What follows belongs to an exercise in optimizing a design on an open flow for small area, a short achievable clock period and few clock cycles per item; a production flow would make more cautious choices.
At most, simulation tests tie the RTL to the original design; equivalence was not proved.
No functional check of the RTL was part of run 5.
In every run shown here, the design's own scripts or RTL, not TritonCTS, make the clock network.
The clock input has no modelled driver; a real chip could not lean on it and would need a root buffer or a full tree.

## flow/design.v (module list and top-level ports; edited modules follow where they fit)
// module basemul_s1: 2712 lines
// module basemul_s2: 1913 lines
// module basemul_s3: 99 lines
// module poly_basemul_ctrl: 89 lines
module poly_basemul_ctrl
#(
  parameter int unsigned N_PAIRS = KYBER_N_PAIRS,
  parameter int unsigned ADDR_W  = PAIR_ADDR_W
) (
  input  logic              clk,
  input  logic              rst,
  input  logic              start,
  input  logic              acc_en,
  output logic              busy,
  output logic              done,
  output logic [ADDR_W-1:0] rd_addr,
  output logic              rd_en,
  input  logic [23:0]       a_rdata,
  input  logic [23:0]       b_rdata,
  input  logic [11:0]       g_rdata,
  input  logic [23:0]       c_rdata,
  output logic              wr_en,
  output logic [ADDR_W-1:0] wr_addr,
  output logic [23:0]       wr_data
);
  // ...
==> flow/flow/run.sh <==
#!/bin/bash
# Own layout flow: the standard layout with three changes.
# 1. Yosys's synth command runs without its internal "abc -fast" pass, so that the
#    explicit full-adder trees of the RTL reach extract_fa unchanged (fewer inverters
#    around the adder cells). Registers, their names and cell types are unchanged.
# 2. The port buffers that global placement inserts are buf_1 cells instead of the
#    default delay buffers; after the placement resizer, flow/upsize_outputs.tcl makes
#    the output ports' buffers buf_2 (and the address counter flip-flops drive 2).
# 3. The clock tree is flow/manual_cts.tcl's balanced two-level tree (sourced before
#    CTS, in place of TritonCTS), which is shallower than TritonCTS's three levels.
set -euo pipefail
W=$(pwd)
sed 's/yosys synth -nofsm -noshare /yosys synth -nofsm -noshare -noabc /' synth_recipe.tcl > own_synth.tcl
grep -q -- '-noabc' own_synth.tcl
sed "s|SYNTH_SCRIPT=[^ ]*synth_recipe.tcl|SYNTH_SCRIPT=$W/own_synth.tcl|" standard.sh > own_standard.sh
grep -q 'own_synth.tcl' own_standard.sh
bash own_standard.sh "BUFFER_PORTS_ARGS=-buffer_cell sky130_fd_sc_hd__buf_1" "POST_RESIZE_TCL=$W/flow/upsize_outputs.tcl" "PRE_CTS_TCL=$W/flow/manual_cts.tcl" finish > own_flow.log 2>&1
==> flow/flow/manual_cts.tcl <==
# Hook sourced before CTS (PRE_CTS_TCL). It replaces TritonCTS's clock tree with a
# balanced two-level tree: the clock port drives four clkbuf_16 buffers (one per
# quarter of the flip-flops, split by position: halves by x, then each half by y),
# and each of these drives four clkbuf_16 buffers, one per quarter of its quarter
# (again halves by x, then by y).
# Every register gets its clock through the same two buffer kinds with about the
# same load, so the tree is balanced; it is just shallower than TritonCTS's.
rename clock_tree_synthesis tritoncts_clock_tree_synthesis
proc mcts_split {items idx parts} {
  set s [lsort -integer -index $idx $items]
  set n [llength $s]
  set out {}
  for {set i 0} {$i < $parts} {incr i} {
    set a [expr {($n * $i) / $parts}]
    set b [expr {($n * ($i + 1)) / $parts - 1}]
    lappend out [lrange $s $a $b]
  }
  return $out
}
proc mcts_center {items} {
  set sx 0; set sy 0
  foreach s $items { incr sx [lindex $s 1]; incr sy [lindex $s 2] }
  set n [llength $items]
  return [list [expr {$sx / $n}] [expr {$sy / $n}]]
}
proc mcts_buffer {block master name innet items} {
  set buf [odb::dbInst_create $block $master $name]
  set net [odb::dbNet_create $block "net_$name"]
  $net setSigType CLOCK
  [$buf findITerm A] connect $innet
  [$buf findITerm X] connect $net
  foreach s $items {
    set it [lindex $s 0]
    $it disconnect
    $it connect $net
  }
  set c [mcts_center $items]
  $buf setLocation [lindex $c 0] [lindex $c 1]
  $buf setPlacementStatus PLACED
  return [list [[$buf findITerm A] getNet] $buf $c]
}
proc clock_tree_synthesis {args} {
  set db [ord::get_db]
  set block [ord::get_db_block]
  set clknet [$block findNet clk]
  set top [$db findMaster sky130_fd_sc_hd__clkbuf_16]
  set leaf [$db findMaster sky130_fd_sc_hd__clkbuf_16]
  set sinks {}
  foreach it [$clknet getITerms] {
    set bb [[$it getInst] getBBox]
    lappend sinks [list $it [expr {([$bb xMin] + [$bb xMax]) / 2}] [expr {([$bb yMin] + [$bb yMax]) / 2}]]
  }
  set q 0
  foreach half [mcts_split $sinks 1 2] {
    foreach quarter [mcts_split $half 2 2] {
      # level 1 buffer first, connected to clk; its load is set below
      set l1 [odb::dbInst_create $block $top "clkbuf_man_$q"]
      set l1net [odb::dbNet_create $block "net_clkbuf_man_$q"]
      $l1net setSigType CLOCK
      [$l1 findITerm A] connect $clknet
      [$l1 findITerm X] connect $l1net
      set leafs {}
      set j 0
      foreach col [mcts_split $quarter 1 2] {
        foreach part [mcts_split $col 2 2] {
          set r [mcts_buffer $block $leaf "clkbuf_man_${q}_$j" $l1net $part]
          set c [lindex $r 2]
          lappend leafs [list [[lindex $r 1] findITerm A] [lindex $c 0] [lindex $c 1]]
          puts "manual_cts: clkbuf_man_${q}_$j drives [llength $part] clock pins"
          incr j
        }
      }
      set c [mcts_center $leafs]
      $l1 setLocation [lindex $c 0] [lindex $c 1]
      $l1 setPlacementStatus PLACED
      incr q
    }
  }
  set_propagated_clock [all_clocks]
}
==> flow/flow/upsize_outputs.tcl <==
# Hook run after the placement resizer (POST_RESIZE_TCL): each output port's buffer
# becomes buf_2, and a flip-flop without reset that drives such a buffer and also
# other logic (the address counters) gets drive strength 2. Flip-flops with reset keep
# their drive strength: at these light loads a stronger one is slower.
set block [ord::get_db_block]
set n 0
foreach bterm [$block getBTerms] {
  if {[$bterm getIoType] != "OUTPUT"} { continue }
  set net [$bterm getNet]
  if {$net == "NULL"} { continue }
  foreach it [$net getITerms] {
    if {![$it isOutputSignal]} { continue }
    set buf [$it getInst]
    if {[[$buf getMaster] getName] != "sky130_fd_sc_hd__buf_1"} { continue }
    replace_cell [$buf getName] sky130_fd_sc_hd__buf_2
    incr n
    set inet [[$buf findITerm A] getNet]
    if {$inet == "NULL"} { continue }
    set loads [expr {[llength [$inet getITerms]] - 1}]
    foreach it2 [$inet getITerms] {
      if {![$it2 isOutputSignal]} { continue }
      set ff [$it2 getInst]
      if {$loads > 1 && [[$ff getMaster] getName] == "sky130_fd_sc_hd__dfxtp_1"} {
        replace_cell [$ff getName] sky130_fd_sc_hd__dfxtp_2
        incr n
      }
    }
  }
}
puts "upsize_outputs: replaced $n cells"
==> flow/standard.sh <==
#!/bin/bash
# synth_recipe.tcl (not shown) runs the flow's synth.tcl, then flattens the netlist and writes it again
# the make line also repeats each setting of config.mk as NAME=value (left out here)
make -C /OpenROAD-flow-scripts/flow DESIGN_CONFIG=/design/flow/config.mk WORK_HOME=/design/flow/orfs CLKGATE_MAP_FILE= SYNTH_SCRIPT=/design/flow/synth_recipe.tcl "${@:-finish}"
==> flow/config.mk <==
export PLATFORM = sky130hd
export DESIGN_NAME = poly_basemul_ctrl
export DESIGN_NICKNAME = poly_basemul_ctrl
export VERILOG_FILES = /design/flow/design.v
export SDC_FILE = /design/flow/constraint.sdc
export NUM_CORES = 4
export LEC_CHECK = 0
export CAP_MARGIN = 20
export CORE_MARGIN = 2
export CORE_UTILIZATION = 40
export SLEW_MARGIN = 20
==> flow/constraint.sdc <==
create_clock -name core_clock -period 52.0 [get_ports {clk}]
set_input_delay 10.4000 -clock core_clock [delete_from_list [all_inputs] [get_ports {clk}]]
set_output_delay 10.4000 -clock core_clock [all_outputs]
set_load 0.01 [all_outputs]
==> summary.txt, run 1 <==
drt wl/cell about 21 µm; worst hold path class flip-flop to flip-flop; setup TNS 0 ns; post-synthesis xor/xnor area fraction under 10%; worst path required time ~42 ns; crit-path cells buf_2; CP delay by family, top flip-flops; skew final approximately 0.030 ns; # diodes 0; fin area 0.0317 mm²; area post-placement 0.0312 mm²; Final Cycle Share between 20 and 25%; buffers and inverters on the worst path 1; FFs & Latches about 240; worst-path fanout max 4; Netlist cell types 59; Rows 99; M1 WL roughly 31 mm; Setup WS post-layout between 40 and 50 ns; met2 WL post-DR slightly below 40 mm; Synth Register Bits 236; die width 276 µm; Synth Warn # 1; CP Capture Type output port; I/O pin total 130; pin count of the biggest net entering global routing 25; drt first-iter violations about 1,300; initial core utilization between 40% and 50%; Tap Cells around 960; Worst-path clk slew ~0.07 ns; Worst Setup SP busy$_DFF_PP0_; Worst EP arrival about 0.86 ns; run status timing/DRC/antenna clean
Testbench counts, summed over its fixed seeds: cycles 6,432, jobs 48.
==> run 2: changes to the inputs <==
--- a/flow/flow/manual_cts.tcl
+++ b/flow/flow/manual_cts.tcl
@@ -2,6 +2,6 @@
 # balanced two-level tree: the clock port drives four clkbuf_16 buffers (one per
 # quarter of the flip-flops, split by position: halves by x, then each half by y),
-# and each of these drives four clkbuf_16 buffers, one per quarter of its quarter
-# (again halves by x, then by y).
+# and each of these drives three clkbuf_16 buffers, one per third of its quarter
+# (split by y).
 # Every register gets its clock through the same two buffer kinds with about the
 # same load, so the tree is balanced; it is just shallower than TritonCTS's.
@@ -62,6 +62,6 @@
       set leafs {}
       set j 0
-      foreach col [mcts_split $quarter 1 2] {
-        foreach part [mcts_split $col 2 2] {
+      foreach col [list $quarter] {
+        foreach part [mcts_split $col 2 3] {
           set r [mcts_buffer $block $leaf "clkbuf_man_${q}_$j" $l1net $part]
           set c [lindex $r 2]
--- a/flow/config.mk
+++ b/flow/config.mk
@@ -6,6 +6,6 @@
 export NUM_CORES = 4
 export LEC_CHECK = 0
-export CAP_MARGIN = 20
+export CAP_MARGIN = 0
 export CORE_MARGIN = 2
 export CORE_UTILIZATION = 40
-export SLEW_MARGIN = 20
+export SLEW_MARGIN = 0
==> run 2 against run 1 <==
Against the previous run: first-iteration DRC count increased by 11%; die area unchanged; register-to-register slack about the same; sequential share of layout area about the same; highest routed layer unchanged; via count decreased by 0.17%; core utilization decreased by 0.13 points; critical path depth unchanged; global-route usage decreased by 0.079 points; maximum frequency about the same.
==> summary.txt, run 2 <==
initial core utilization 40.5% (unchanged); drt first-iter violations 1,483 (was 1,339); Post-DP HPWL 63.3 mm (unchanged); Final setup viols 0 (unchanged); Max-Cap Viols 0 (unchanged); Post-layout nets 3,828 (was 3,832); residual DRC count 0 (unchanged); # hold bufs at CTS 0 (unchanged); Post-Route WL 79.2 mm (was 79.5 mm); Util after Layout 43.1% (was 43.2%); cell taking the most area after synthesis fa_1 (unchanged); crit-path cells buf_2 (unchanged); slowest stage delay, CP 0.41 ns (about the same); worst-path fanout max 4 (unchanged); area delta synth->final 6.38% (was 6.71%); buffers and inverters on the worst path 1 (unchanged); CP delay by family, top flip-flops (unchanged); Final Cycle Share 21.7% (about the same); met3 Use GR 3.52% (was 3.71%); RSZ-0062 raised after global routing no (unchanged); Startpoint Class flip-flop (unchanged); Die H 276 µm (unchanged); # port buffers 128 (unchanged); relative slew slack 33.5% (was 31.0%); Main synth FF type dfxtp_1 (unchanged); Worst-path clk slew 0.08 ns (was 0.07 ns); Least-Margin Pin Slew 0.996 ns (was 1.03 ns); ANT nets after route 0 (unchanged); Slowest-stage cell, CP dfrtp_1 (unchanged); FFs w/ async S/R, synth 4.24% (unchanged); Gates resized, CTS repair 0 (unchanged); layout cells sized above 1 4.04% (was 4.18%); grt total ovfl 0 (unchanged); synthesized net count 3,779 (unchanged); Cells after Synth 2,698 (unchanged); top post-synthesis cells by area fa_1 53%, dfxtp_1 15%, nor2_1 9.8% (unchanged); Syn Area/Cell 11.0 µm² (unchanged); post-synth top area share 53.1% (unchanged); Synth Warn # 1 (unchanged); GPL Wtd Cong 0.926 (unchanged); Die Footprint 0.0764 mm² (unchanged); Worst EP arrival 0.86 ns (about the same); Synth Register Bits 236 (unchanged); worst path required time 41.60 ns (about the same); Final Hold Vio Count 0 (unchanged); number of synthesized flops with an enable pin 0 (unchanged); Rows 99 (unchanged); vias 19,800 (was 19,900); run status timing/DRC/antenna clean (unchanged); most numerous cell in the Yosys netlist fa_1 (unchanged); Final min period 11.26 ns (about the same); Netlist Area Pre-Place 0.0297 mm² (unchanged); commonest cells after routing, fill and taps aside 787 x fa_1, 771 x nor2_1, 229 x inv_1, 212 x dfxtp_1, 206 x ha_1 (unchanged); number of fill cells 6,878 (was 6,864); die width 276 µm (unchanged); kind of critical path flip-flop to output port (unchanged); Achievable Freq 0.0888 GHz (about the same); vias in the first global route 22,900 (was 23,100); clock latency (worst-skew pair) 0.33 ns (about the same); Setup Fix Bufs, Post-CTS 0 (unchanged); Slew Viols, Final 0 (unchanged); worst hold path class flip-flop to flip-flop (unchanged); Vias/cell 5.35 (about the same); total track usage 21.3% (about the same); Core Area 0.0732 mm² (unchanged); most common cell after layout, fill and taps aside fa_1 (unchanged); First-pass DRT Iterations 5 (unchanged); grt peak-use layer met2 (unchanged); met1 Track Usage GR 27.4% (was 27.1%); pin count of the biggest net entering global routing 25 (unchanged); initial antenna violation count 1 (unchanged); skew final 0.0315 ns (was 0.0303 ns); CP Capture Type output port (unchanged); grt met2 use 36.0% (was 36.4%); first-pass GRT wire length 127 mm (was 128 mm); Post-synth top cells 787 x fa_1, 771 x nor2_1, 229 x inv_1 (unchanged); sequential-to-total area share from yosys stat 16.1% (unchanged); I/O pin total 130 (unchanged); drt wl/cell 21.4 µm (about the same); Netlist cell types 59 (unchanged); setup TNS 0 ns (unchanged)
run 2: area by class of cell:
type / instances / area, µm² / area share (%)
well taps: 959 / 1200 / 3.80
flip-flops and latches: 236 / 4790 / 15.2
diodes: 1 / 2.50 / 0.00793
inverters: 229 / 860 / 2.72
repair buffers: 157 / 749 / 2.38
multi-input cells: 2107 / 23600 / 74.6
plain buffers: 16 / 400 / 1.27
run 2: worst paths after layout:
kind                                   from           endpoint  slack (ns)  depth (start not counted)
max reg2reg                a_n_q[6]$_DFF_P_   z1_q[13]$_DFF_P_       41.19                         30
max                          busy$_DFF_PP0_               busy       40.74                          1
min reg2reg                g_n_q[6]$_DFF_P_  g_n_q2[6]$_DFF_P_        0.32                          0
min in group asynchronous               rst  last_wr$_DFF_PP0_       10.02                          2
min                        g_n_q[6]$_DFF_P_  g_n_q2[6]$_DFF_P_        0.32                          0
max in group asynchronous               rst     done$_DFF_PP0_       41.71                          2
run 2: cell families (layout without fill, tap and decap cells):
logic type / after synthesis / in the layout / synth area share (%)
buf+inv: 355 / 402 / 4.50
compound gates: 153 / 153 / 3.56
flops: 236 / 236 / 16.1
other cells: 1 / 2 / 0.0126
simple gates: 892 / 892 / 12.0
fa+ha+maj: 993 / 993 / 61.8
mux: 1 / 1 / 0.0380
xor+xnor: 67 / 67 / 1.98
run 2: through the flow:
| step | hold WS [ns] | area (µm²) | std cells | setup slack (ns) |
|---|---|---|---|---|
| after floorplan | 0.310 | 29700 | 2698 | 40.94 |
| after global placement | 0.314 | 31100 | 3688 | 40.72 |
| after detailed placement | 0.312 | 31200 | 3688 | 40.72 |
| after CTS | 0.330 | 31600 | 3704 | 40.72 |
| after global routing | 0.335 | 31600 | 3704 | 40.65 |
| final | 0.325 | 31600 | 3705 | 40.74 |
run 2: layer usage:
| layer | routed length, µm | share of wire (%) |
|---|---|---|
| met1 | 31400 | 40 |
| met3 | 5820 | 7.3 |
| met5 | 0 | 0 |
| met4 | 3600 | 4.5 |
| met2 | 38400 | 48 |
==> run 3: changes to the inputs <==
--- a/flow/config.mk
+++ b/flow/config.mk
@@ -6,6 +6,7 @@
 export NUM_CORES = 4
 export LEC_CHECK = 0
-export CAP_MARGIN = 0
+export CAP_MARGIN = 20
 export CORE_MARGIN = 2
 export CORE_UTILIZATION = 40
-export SLEW_MARGIN = 0
+export GPL_TIMING_DRIVEN = 0
+export SLEW_MARGIN = 20
==> run 3 against run 2 <==
Against the previous run: still clean on timing, DRC and antenna; area after synthesis stayed put; register-to-register slack worse by 0.69 ns; maximum frequency is 2.1% lower; synthesized cell count stayed put; via count is 0.32% higher; critical path depth is 32 higher; sequential share of layout area is 0.12 points lower; core utilization is 0.35 points higher; setup slack worse by 0.24 ns; critical endpoint is now z0_q[13]$_DFF_P_.
==> summary.txt, run 3 <==
skew final 0.0513 ns (was 0.0315 ns); Final min period 11.50 ns (was 11.26 ns); worst hold path class flip-flop to flip-flop (unchanged); layout cells sized above 1 2.92% (was 4.04%); initial core utilization 40.5% (unchanged); # diodes 0 (was 1); I/O pin total 130 (unchanged); Vias/cell 5.23 (was 5.35); First-pass DRT Iterations 7 (was 5); Setup Fix Bufs, Post-CTS 0 (unchanged); commonest cells after routing, fill and taps aside 787 x fa_1, 771 x nor2_1, 229 x inv_1, 212 x dfxtp_1, 206 x ha_1 (unchanged); run status timing/DRC/antenna clean (unchanged); Startpoint Class flip-flop (unchanged); RSZ-0062 raised after global routing no (unchanged); sequential-to-total area share from yosys stat 16.1% (unchanged); first-pass GRT wire length 129 mm (was 127 mm); Main synth FF type dfxtp_1 (unchanged); cell taking the most area after synthesis fa_1 (unchanged); kind of critical path flip-flop to flip-flop (was flip-flop to output port); Setup WS post-layout 40.50 ns (was 40.74 ns); residual DRC count 0 (unchanged); slowest stage delay, CP 0.64 ns (was 0.41 ns); Netlist cell types 59 (unchanged); Netlist Area Pre-Place 0.0297 mm² (unchanged); Core Area 0.0732 mm² (unchanged); Post-layout nets 3,925 (was 3,828); Slowest-stage cell, CP fa_1 (was dfrtp_1); synthesized net count 3,779 (unchanged); Final Cycle Share 22.1% (was 21.7%); Post-synth top cells 787 x fa_1, 771 x nor2_1, 229 x inv_1 (unchanged); # port buffers 128 (unchanged); placed insts 3,785 (was 3,688); Post-Route WL 82.2 mm (was 79.2 mm); FFs w/ async S/R, synth 4.24% (unchanged); area delta synth->final 7.25% (was 6.38%); grt total ovfl 0 (unchanged); Die H 276 µm (unchanged); Worst-path clk slew 0.08 ns (about the same); Cells after Synth 2,698 (unchanged); vias in the first global route 21,800 (was 22,900); setup TNS 0 ns (unchanged); Max-Cap Viols 0 (unchanged); Die Footprint 0.0764 mm² (unchanged); pre-CTS setup slack 40.52 ns (was 40.72 ns); Synth Register Bits 236 (unchanged); # hold bufs at CTS 0 (unchanged); non-filler instance count after layout 3,801 (was 3,705); Syn Area/Cell 11.0 µm² (unchanged); number of synthesized flops with an enable pin 0 (unchanged); post-synth top area share 53.1% (unchanged); vias 19,900 (was 19,800); relative slew slack 40.0% (was 33.5%); most used cell, CP fa_1; top post-synthesis cells by area fa_1 53%, dfxtp_1 15%, nor2_1 9.8% (unchanged); worst path required time 52.20 ns (was 41.60 ns); pin count of the biggest net entering global routing 21 (was 25); total track usage 22.1% (was 21.3%); clock latency (worst-skew pair) 0.35 ns (was 0.33 ns); Rows 99 (unchanged); worst-path fanout max 10 (was 4); most numerous cell in the Yosys netlist fa_1 (unchanged); most common cell after layout, fill and taps aside fa_1 (unchanged); Synth Warn # 1 (unchanged); Slew Viols, Final 0 (unchanged); Achievable Freq 0.0870 GHz (was 0.0888 GHz); Least-Margin Pin Slew 0.900 ns (was 0.996 ns); Final Hold Vio Count 0 (unchanged); initial antenna violation count 3 (was 1); drt wl/cell 21.6 µm (was 21.4 µm); CP Capture Type flip-flop (was output port); GPL Wtd Cong 0.974 (was 0.926); Util after Layout 43.5% (was 43.1%); Worst EP arrival 11.70 ns (was 0.86 ns); drt first-iter violations 1,696 (was 1,483); die width 276 µm (unchanged); ANT nets after route 0 (unchanged); Gates resized, CTS repair 0 (unchanged); Final setup viols 0 (unchanged); Post-DP HPWL 68.4 mm (was 63.3 mm)
==> run 3: cell families (layout without fill, tap and decap cells) <==
family,after synthesis,in the layout,synth area share (%)
adder cells (fa/ha/maj),993,993,61.8
AND/OR/NAND/NOR,892,892,12.0
buffers and inverters,355,499,4.50
flip-flops,236,236,16.1
AO/OA/AOI/OAI,153,153,3.56
XOR/XNOR,67,67,1.98
other,1,1,0.0126
multiplexers,1,1,0.0380
==> run 3: worst max-delay path, delay by kind of cell, from the launching register on <==
family | cells | cell delay [ns]
buf+inv | 4 | 0.81
compound gates | 10 | 2.31
simple gates | 3 | 0.50
flops | 1 | 0.50
xor+xnor | 2 | 0.78
fa+ha+maj | 14 | 6.48
==> run 3: cell type report <==
type / instances / area, µm²
inverters: 229 / 860
flip-flops and latches: 236 / 4790
multi-input cells: 2107 / 23600
repair buffers: 128 / 532
well taps: 959 / 1200
plain buffers: 142 / 877
fillers: 7050 / 41400
==> run 3: worst paths after layout <==
check | startpoint | to | slack, ns | depth (start not counted)
worst max-delay path | g_n_q2[3]$_DFF_P_ | z0_q[13]$_DFF_P_ | 40.50 | 33
max in group asynchronous | rst | acc_q$_DFFE_PP0N_ | 41.70 | 2
worst min-delay path | g_n_q[10]$_DFF_P_ | g_n_q2[10]$_DFF_P_ | 0.33 | 0
worst max register to register | g_n_q2[3]$_DFF_P_ | z0_q[13]$_DFF_P_ | 40.50 | 33
worst min register to register | g_n_q[10]$_DFF_P_ | g_n_q2[10]$_DFF_P_ | 0.33 | 0
min in group asynchronous | rst | last_wr$_DFF_PP0_ | 10.03 | 2
==> run 3: per-layer routing <==
metal  up-vias  share of wire, %  global-route usage [%]
li1       8495                 -                       -
met1     10400                42                    30.9
met2       830                46                    35.3
met3       126               8.5                    4.48
met4         0               3.4                    5.67
met5         -                 0                       0
==> run 3: stage by stage <==
step	area, µm²	hold slack, ns
global placement	31300	0.312
global route	31800	0.340
floorplan	29700	0.310
finish	31800	0.330
detailed placement	31400	0.312
CTS	31800	0.332
==> run 4: changes to the inputs <==
--- a/flow/config.mk
+++ b/flow/config.mk
@@ -9,4 +9,3 @@
 export CORE_MARGIN = 2
 export CORE_UTILIZATION = 40
-export GPL_TIMING_DRIVEN = 0
 export SLEW_MARGIN = 20
==> run 4 against run 3 <==
Against the previous run: die area did not move; setup slack better by 0.24 ns; first-iteration DRC count is 13% lower; synthesized cell count unchanged; core utilization shrank 0.35 points; hold slack worse by 0.0049 ns; area after synthesis stayed put; wire length is 3.6% lower; cell area shrank 0.81%; critical endpoint is now busy; largest cell class unchanged.
==> summary.txt, run 4 <==
Worst-path clk slew 0.08 ns (about the same); Syn Area/Cell 11.0 µm² (unchanged); hold_sp g_n_q[6]$_DFF_P_ (was g_n_q[10]$_DFF_P_); area fraction in compound gates after synthesis 3.56% (unchanged); Core Area 0.0732 mm² (unchanged); Final setup viols 0 (unchanged); pin count of the biggest net entering global routing 25 (was 21); I/O pin total 130 (unchanged); layout cells sized above 1 4.04% (was 2.92%); drt wl/cell 21.4 µm (was 21.6 µm); Die Footprint 0.0764 mm² (unchanged); slowest stage delay, CP 0.41 ns (was 0.64 ns); Worst R2R Setup Slack 41.19 ns (was 40.50 ns); post-synth top area share 53.1% (unchanged); Slew Viols, Final 0 (unchanged); Synth Area in Adders 61.8% (unchanged); Final Hold Vio Count 0 (unchanged); CP delay by family, top flip-flops (was adder cells); total track usage 21.3% (was 22.1%); top post-synthesis cells by area fa_1 53%, dfxtp_1 15%, nor2_1 9.8% (unchanged); initial antenna violation count 1 (was 3); register area 0.00479 mm² (unchanged); relative slew slack 33.5% (was 40.0%); Gates resized, CTS repair 0 (unchanged); mux cell area share after synthesis 0.0380% (unchanged); most common cell after layout, fill and taps aside fa_1 (unchanged); worst hold path class flip-flop to flip-flop (unchanged); Slowest-stage cell, CP dfrtp_1 (was fa_1); Multi-input gate area 0.0236 mm² (unchanged); number of synthesized flops with an enable pin 0 (unchanged); worst path required time 41.60 ns (was 52.20 ns); Rows 99 (unchanged); Post-DP HPWL 63.3 mm (was 68.4 mm); CP Capture Type output port (was flip-flop); Post-synth top cells 787 x fa_1, 771 x nor2_1, 229 x inv_1 (unchanged); Least-Margin Pin Slew 0.996 ns (was 0.900 ns); commonest cells after routing, fill and taps aside 787 x fa_1, 771 x nor2_1, 229 x inv_1, 212 x dfxtp_1, 206 x ha_1 (unchanged); post-synthesis xor/xnor area fraction 1.98% (unchanged); FFs w/ async S/R, synth 4.24% (unchanged); Post-layout nets 3,828 (was 3,925); # port buffers 128 (unchanged); area delta synth->final 6.38% (was 7.25%); Post-Route WL 79.2 mm (was 82.2 mm); Cells after Synth 2,698 (unchanged); number of fill cells 6,878 (was 7,050); Netlist Area Pre-Place 0.0297 mm² (unchanged); largest family of logic cells by synthesized area adder cells (unchanged); Main synth FF type dfxtp_1 (unchanged); simple-gate share of the synthesized area 12.0% (unchanged); RSZ-0062 raised after global routing no (unchanged); most numerous cell in the Yosys netlist fa_1 (unchanged); vias in the first global route 22,900 (was 21,800); # hold bufs at CTS 0 (unchanged); Worst EP arrival 0.86 ns (was 11.70 ns); crit-path cells buf_2; Final Cycle Share 21.7% (was 22.1%); R2R depth 30 (was 33); Synth Register Bits 236 (unchanged); worst flop-to-flop path endpoint z1_q[13]$_DFF_P_ (was z0_q[13]$_DFF_P_); ANT nets after route 0 (unchanged); Max-Cap Viols 0 (unchanged); buffers and inverters on the worst path 1 (was 4); Synth Warn # 1 (unchanged); cell taking the most area after synthesis fa_1 (unchanged); grt total ovfl 0 (unchanged); die width 276 µm (unchanged); GPL Wtd Cong 0.926 (was 0.974); residual DRC count 0 (unchanged); setup TNS 0 ns (unchanged); fin area 0.0316 mm² (was 0.0318 mm²); worst-path fanout max 4 (was 10); Die H 276 µm (unchanged); vias 19,800 (was 19,900); Netlist cell types 59 (unchanged); Startpoint Class flip-flop (unchanged); Vias/cell 5.35 (was 5.23); Hold Path Depth 0 (unchanged); skew final 0.0315 ns (was 0.0513 ns); RR Startpoint a_n_q[6]$_DFF_P_ (was g_n_q2[3]$_DFF_P_); Setup Fix Bufs, Post-CTS 0 (unchanged); kind of critical path flip-flop to output port (was flip-flop to flip-flop); area post-placement 0.0312 mm² (was 0.0314 mm²); first-pass GRT wire length 127 mm (was 129 mm); clock latency (worst-skew pair) 0.33 ns (was 0.35 ns); sequential-to-total area share from yosys stat 16.1% (unchanged); Hold EP g_n_q2[6]$_DFF_P_ (was g_n_q2[10]$_DFF_P_); Achievable Freq 0.0888 GHz (was 0.0870 GHz); drt first-iter violations 1,483 (was 1,696); run status timing/DRC/antenna clean (unchanged); Final min period 11.26 ns (was 11.50 ns); First-pass DRT Iterations 5 (was 7); initial core utilization 40.5% (unchanged); synthesized net count 3,779 (unchanged)
## run 4: per-layer routing
layer	vias to the layer above	global-route usage [%]	part of all wire, %
li1	8300	-	-
met1	10400	27.4	40
met2	860	36.0	48
met3	212	3.52	7.3
met4	0	8.10	4.5
met5	-	0	0
## run 4: metrics by stage
| stage | cells | setup slack (ns) | util [%] | hold WS (ns) |
|---|---|---|---|---|
| floorplan | 2698 | 40.94 | - | 0.310 |
| global placement | 3688 | 40.72 | 42.5 | 0.314 |
| CTS | 3704 | 40.72 | 43.1 | 0.330 |
| finish | 3705 | 40.74 | 43.1 | 0.325 |
| detailed placement | 3688 | 40.72 | 42.6 | 0.312 |
| global route | 3704 | 40.65 | 43.1 | 0.335 |
## run 4: how the worst max path moves through the flow
stage | depth (start not counted) | endpoint | from
floorplan | 3 | rd_addr[2]$_SDFF_PN0_ | start
global route | 30 | z1_q[13]$_DFF_P_ | a_n_q[8]$_DFF_P_
detailed placement | 4 | rd_addr[6]$_SDFF_PN0_ | start
finish | 1 | busy | busy$_DFF_PP0_
CTS | 1 | busy | busy$_DFF_PP0_
global placement | 4 | rd_addr[6]$_SDFF_PN0_ | start
## run 4: logic make-up (layout without fill, tap and decap cells)
group                      count (synthesis)  in the layout
AOI/OAI and AO/OA                        153            153
adders and majority gates                993            993
and+or+nand+nor                          892            892
buffers and inverters                    355            402
muxes                                      1              1
DFF                                      236            236
other                                      1              2
xor gates and xnor gates                  67             67
## run 4: layout make-up
type / instances / share of cell area (%)
Buffer: 16 / 1.27
Sequential cell: 236 / 15.2
Inverter: 229 / 2.72
Multi-Input combinational cell: 2107 / 74.6
Timing Repair Buffer: 157 / 2.38
Tap cell: 959 / 3.80
Antenna cell: 1 / 0.00793
==> module poly_basemul_ctrl, before the edit <==
module poly_basemul_ctrl
#(
  parameter int unsigned N_PAIRS = KYBER_N_PAIRS,
  parameter int unsigned ADDR_W  = PAIR_ADDR_W
) (
  input  logic              clk,
  input  logic              rst,
  input  logic              start,
  input  logic              acc_en,
  output logic              busy,
  output logic              done,
  output logic [ADDR_W-1:0] rd_addr,
  output logic              rd_en,
  input  logic [23:0]       a_rdata,
  input  logic [23:0]       b_rdata,
  input  logic [11:0]       g_rdata,
  input  logic [23:0]       c_rdata,
  output logic              wr_en,
  output logic [ADDR_W-1:0] wr_addr,
  output logic [23:0]       wr_data
);
  localparam logic [ADDR_W-1:0] LAST_K = ADDR_W'(N_PAIRS - 1);
  logic acc_q;
  logic rd_run;     
  logic v1, v2, v3, v4;
  logic last_wr;    
  logic start_ok;
  logic rd_job;     
  always_comb start_ok = start && !busy && !done;
  always_comb rd_job   = start_ok || rd_run;
  always_comb rd_en = 1'b1;
  always_ff @(posedge clk or posedge rst) begin
    if (rst) begin
      busy    <= 1'b0;
      done    <= 1'b0;
      rd_run  <= 1'b0;
      v1      <= 1'b0;
      v2      <= 1'b0;
      v3      <= 1'b0;
      v4      <= 1'b0;
      wr_en   <= 1'b0;
      last_wr <= 1'b0;
    end else begin
      rd_run  <= rd_job && rd_addr != LAST_K;
      v1      <= rd_job;
      v2      <= v1;
      v3      <= v2;
      v4      <= v3;
      wr_en   <= v4;
      last_wr <= v4 && wr_addr == LAST_K - ADDR_W'(1);
      busy    <= start_ok || (busy && !last_wr);
      done    <= last_wr;
    end
  end
  always_ff @(posedge clk or posedge rst) begin
    if (rst) acc_q <= 1'b0;
    else if (!busy) acc_q <= acc_en;
  end
  always_ff @(posedge clk) begin
    rd_addr <= rd_job ? rd_addr + ADDR_W'(1) : '0;
    wr_addr <= v4 ? wr_addr + ADDR_W'(1) : LAST_K;
  end
  logic [23:0] a_n_q, b_n_q, c_q;
  logic [11:0] g_n_q, g_n_q2, a0_n_q2, b0_n_q2, c0_q2;
  logic [13:0] t_n, t_n_q;
  logic [14:0] z1, z1_q, z0, z0_q;
  logic [11:0] c1, c1_q, c0;
  logic [23:0] ca;
  always_comb ca = acc_q ? c_q : 24'd0;
  basemul_s1 u_s1 (.an(a_n_q), .bn(b_n_q), .c(ca), .tn(t_n), .z1(z1));
  basemul_s2 u_s2 (.gn(g_n_q2), .tn(t_n_q), .a0n(a0_n_q2), .b0n(b0_n_q2), .c0(c0_q2),
                   .z1(z1_q), .z0(z0), .c1(c1));
  basemul_s3 u_s3 (.z0(z0_q), .c0(c0));
  always_ff @(posedge clk) begin
    a_n_q   <= ~a_rdata;
    b_n_q   <= ~b_rdata;
    g_n_q   <= ~g_rdata;
    c_q     <= c_rdata;
    g_n_q2  <= g_n_q;
    a0_n_q2 <= a_n_q[11:0];
    b0_n_q2 <= b_n_q[11:0];
    c0_q2   <= ca[11:0];
    t_n_q   <= t_n;
    z1_q    <= z1;
    z0_q    <= z0;
    c1_q    <= c1;
    wr_data <= {c1_q, c0};
  end
endmodule
==> run 5: changes to the inputs <==
--- a/flow/design.v
+++ b/flow/design.v
@@ -4759,5 +4759,6 @@
   logic start_ok;
   logic rd_job;     
-  always_comb start_ok = start && !busy && !done;
+  logic busy_n, done_n;   
+  always_comb start_ok = start && busy_n && done_n;
   always_comb rd_job   = start_ok || rd_run;
   always_comb rd_en = 1'b1;
@@ -4765,5 +4766,7 @@
     if (rst) begin
       busy    <= 1'b0;
+      busy_n  <= 1'b1;
       done    <= 1'b0;
+      done_n  <= 1'b1;
       rd_run  <= 1'b0;
       v1      <= 1'b0;
@@ -4781,11 +4784,13 @@
       wr_en   <= v4;
       last_wr <= v4 && wr_addr == LAST_K - ADDR_W'(1);
-      busy    <= start_ok || (busy && !last_wr);
+      busy    <= start_ok || (!busy_n && !last_wr);
+      busy_n  <= !(start_ok || (!busy_n && !last_wr));
       done    <= last_wr;
+      done_n  <= !last_wr;
     end
   end
   always_ff @(posedge clk or posedge rst) begin
     if (rst) acc_q <= 1'b0;
-    else if (!busy) acc_q <= acc_en;
+    else if (busy_n) acc_q <= acc_en;
   end
   always_ff @(posedge clk) begin
==> run 5 against run 4 <==
Against the previous run: synthesized cell count grew 0.70%; maximum frequency hardly changed; still clean; setup slack improved by 0.011 ns; sequential cell count up 2; wire length rose by 1.4%; cell area up 0.46%; die area is 0.24% higher.
==> summary.txt, run 5 <==
Worst-path clk slew 0.09 ns (was 0.08 ns); worst hold path class flip-flop to flip-flop (unchanged); Netlist Area Pre-Place 0.0297 mm² (about the same); kind of critical path flip-flop to output port (unchanged); clock latency (worst-skew pair) 0.34 ns (was 0.33 ns); Worst EP arrival 0.85 ns (was 0.86 ns); placed insts 3,716 (was 3,688); Cells after Synth 2,717 (was 2,698); setup TNS 0 ns (unchanged); Achievable Freq 0.0889 GHz (was 0.0888 GHz); Synth Register Bits 238 (was 236); Final setup viols 0 (unchanged); most numerous cell in the Yosys netlist fa_1 (unchanged); Post-synth top cells 787 x fa_1, 771 x nor2_1, 232 x inv_1 (was 787 x fa_1, 771 x nor2_1, 229 x inv_1); pin count of the biggest net entering global routing 25 (unchanged); die width 277 µm (was 276 µm); synthesized net count 3,798 (was 3,779); Max-Cap Viols 0 (unchanged); relative slew slack 30.7% (was 33.5%); Synth Warn # 1 (unchanged); GPL Wtd Cong 0.919 (was 0.926); Post-DP HPWL 62.5 mm (was 63.3 mm); Worst R2R Setup Slack 41.16 ns (was 41.19 ns); crit-path cells buf_2 (unchanged); Least-Margin Pin Slew 1.04 ns (was 0.996 ns); skew final 0.0468 ns (was 0.0315 ns); Vias/cell 5.39 (was 5.35); First-pass DRT Iterations 5 (unchanged); grt total ovfl 0 (unchanged); Core Area 0.0733 mm² (was 0.0732 mm²); non-filler instance count after layout 3,733 (was 3,705); most common cell after layout, fill and taps aside fa_1 (unchanged); Post-layout nets 3,856 (was 3,828); DR WL met3 6.19 mm (was 5.82 mm); RR Startpoint g_n_q2[3]$_DFF_P_ (was a_n_q[6]$_DFF_P_); ANT nets after route 0 (unchanged); worst-path fanout max 6 (was 4); hold_sp c1_q[4]$_DFF_P_ (was g_n_q[6]$_DFF_P_); commonest cells after routing, fill and taps aside 787 x fa_1, 771 x nor2_1, 232 x inv_1, 212 x dfxtp_1, 206 x ha_1 (was 787 x fa_1, 771 x nor2_1, 229 x inv_1, 212 x dfxtp_1, 206 x ha_1); initial antenna violation count 3 (was 1); worst flop-to-flop path endpoint z0_q[13]$_DFF_P_ (was z1_q[13]$_DFF_P_); slowest stage delay, CP 0.39 ns (was 0.41 ns); area post-placement 0.0313 mm² (was 0.0312 mm²); Slowest-stage cell, CP dfxtp_2 (was dfrtp_1); residual DRC count 0 (unchanged); Final Hold Vio Count 0 (unchanged); Setup Fix Bufs, Post-CTS 0 (unchanged); Gates resized, CTS repair 0 (unchanged); met2 WL post-DR 40.1 mm (was 38.4 mm); RSZ-0062 raised after global routing no (unchanged); top post-synthesis cells by area fa_1 53%, dfxtp_1 15%, nor2_1 9.7% (was fa_1 53%, dfxtp_1 15%, nor2_1 9.8%); cell taking the most area after synthesis fa_1 (unchanged); I/O pin total 130 (unchanged); M1 WL 31.2 mm (was 31.4 mm); buffers and inverters on the worst path 1 (unchanged); Syn Area/Cell 10.9 µm² (was 11.0 µm²); total track usage 21.4% (was 21.3%); number of synthesized flops with an enable pin 0 (unchanged); Post-Route WL 80.3 mm (was 79.2 mm); fin area 0.0317 mm² (was 0.0316 mm²); Main synth FF type dfxtp_1 (unchanged); vias 20,100 (was 19,800); drt first-iter violations 1,509 (was 1,483); first-pass GRT wire length 128 mm (was 127 mm); post-synth top area share 53.0% (was 53.1%); Hold EP wr_data[16]$_DFF_P_ (was g_n_q2[6]$_DFF_P_); layout cells sized above 1 4.54% (was 4.04%); # port buffers 128 (unchanged); Rows 99 (unchanged); drt wl/cell 21.5 µm (was 21.4 µm); Hold Path Depth 0 (unchanged); Slew Viols, Final 0 (unchanged); Netlist cell types 55 (was 59); Final min period 11.25 ns (was 11.26 ns); Die H 277 µm (was 276 µm); Die Footprint 0.0765 mm² (was 0.0764 mm²); DR top layer met4 (unchanged); # hold bufs at CTS 0 (unchanged); area delta synth->final 6.61% (was 6.38%); R2R depth 33 (was 30); Final Cycle Share 21.6% (was 21.7%); worst path required time 41.60 ns (about the same); Fin Hold WS 0.329 ns (was 0.325 ns); CP delay by family, top flip-flops (unchanged); sequential-to-total area share from yosys stat 16.2% (was 16.1%); initial core utilization 40.5% (about the same); CP Capture Type output port (unchanged); FFs w/ async S/R, synth 5.04% (was 4.24%); run status timing/DRC/antenna clean (unchanged); vias in the first global route 23,300 (was 22,900); Startpoint Class flip-flop (unchanged)
[run 5: changes by cell type after synthesis, sizes merged, moves of 3 or more]
cell / previous run / this run
a21o: 48 / 31
a21oi: 23 / 35
nand2: 37 / 45
nand4: 1 / 8
and2: 26 / 30
inv: 229 / 233
nor3: 8 / 11
o21a: 9 / 6
[run 5: cells by family after synthesis]
logic type	synth area share [%]
AOI/OAI and AO/OA	3.24
DFF	16.2
other	0.0126
xor gates and xnor gates	1.97
buffers and inverters	4.56
muxes	0.0379
adders and majority gates	61.7
and+or+nand+nor	12.3
[run 5: stage by stage]
| stage | setup slack (ns) | util [%] |
|---|---|---|
| final | 40.75 | 43.2 |
| after global routing | 40.68 | 43.2 |
| after CTS | 40.73 | 43.2 |
| after detailed placement | 40.62 | 42.7 |
| after global placement | 40.67 | 42.6 |
| after floorplan | 40.93 | - |
[run 5: worst max path at each step]
stage,endpoint,startpoint,cells after the start,slack (ns)
after floorplan,rd_addr[2]$_SDFF_PN0_,start,2,40.93
after global placement,rd_addr[4]$_SDFF_PN0_,start,3,40.67
after detailed placement,rd_addr[6]$_SDFF_PN0_,start,3,40.62
after CTS,rd_addr[0],rd_addr[0]$_SDFF_PN0_,1,40.73
after global routing,z0_q[13]$_DFF_P_,g_n_q2[4]$_DFF_P_,33,40.68
final,rd_addr[0],rd_addr[0]$_SDFF_PN0_,1,40.75
[run 5: area by class of cell]
type / instances / area (µm²)
tap: 959 / 1200
multi-input combinational: 2119 / 23600
timing repair buffer: 167 / 825
fill: 6927 / 41600
buffer: 16 / 400
antenna: 1 / 2.50
inverter: 233 / 875
sequential: 238 / 4840
[run 5: routing by layer]
layer	vias to the layer above	GRT usage, %
met5	-	0
li1	8377	-
met1	10600	27.5
met4	0	6.79
met3	217	3.59
met2	936	36.8

-- what the ideal ports hide --
No port has a modelled driver above. Below, the same layouts with a new extraction and two added sets of constraints. Step 1, drivers: a clkbuf_16 drives clk and a buf_2 each remaining input, both assumed. Step 2 also shifts input and output timing later by t, the mid clock arrival at the registers, as if the neighbouring blocks saw the same clock. a / b / c = ideal ports / drivers / drivers and shift; a / b = the first two.
run	shift t [ns]	setup slack, ns	latest minus earliest clock arrival (ns)	slew at the worst register clock pin (ns)
run 1	0.458	40.740 / 40.598 / 40.706	0.034 / 0.035	0.08 / 0.08
run 2	0.451	40.738 / 40.596 / 40.714	0.036 / 0.036	0.10 / 0.10
run 3	0.467	40.500 / 40.499 / 40.499	0.060 / 0.059	0.11 / 0.11
run 4	0.451	40.738 / 40.596 / 40.714	0.036 / 0.036	0.10 / 0.10
run 5	0.458	40.749 / 40.611 / 40.594	0.050 / 0.049	0.12 / 0.12
After both steps every run listed still meets setup and hold. The setup slack of run 5, which loses most, moves by -0.138 ns with the drivers and by -0.155 ns with both steps.
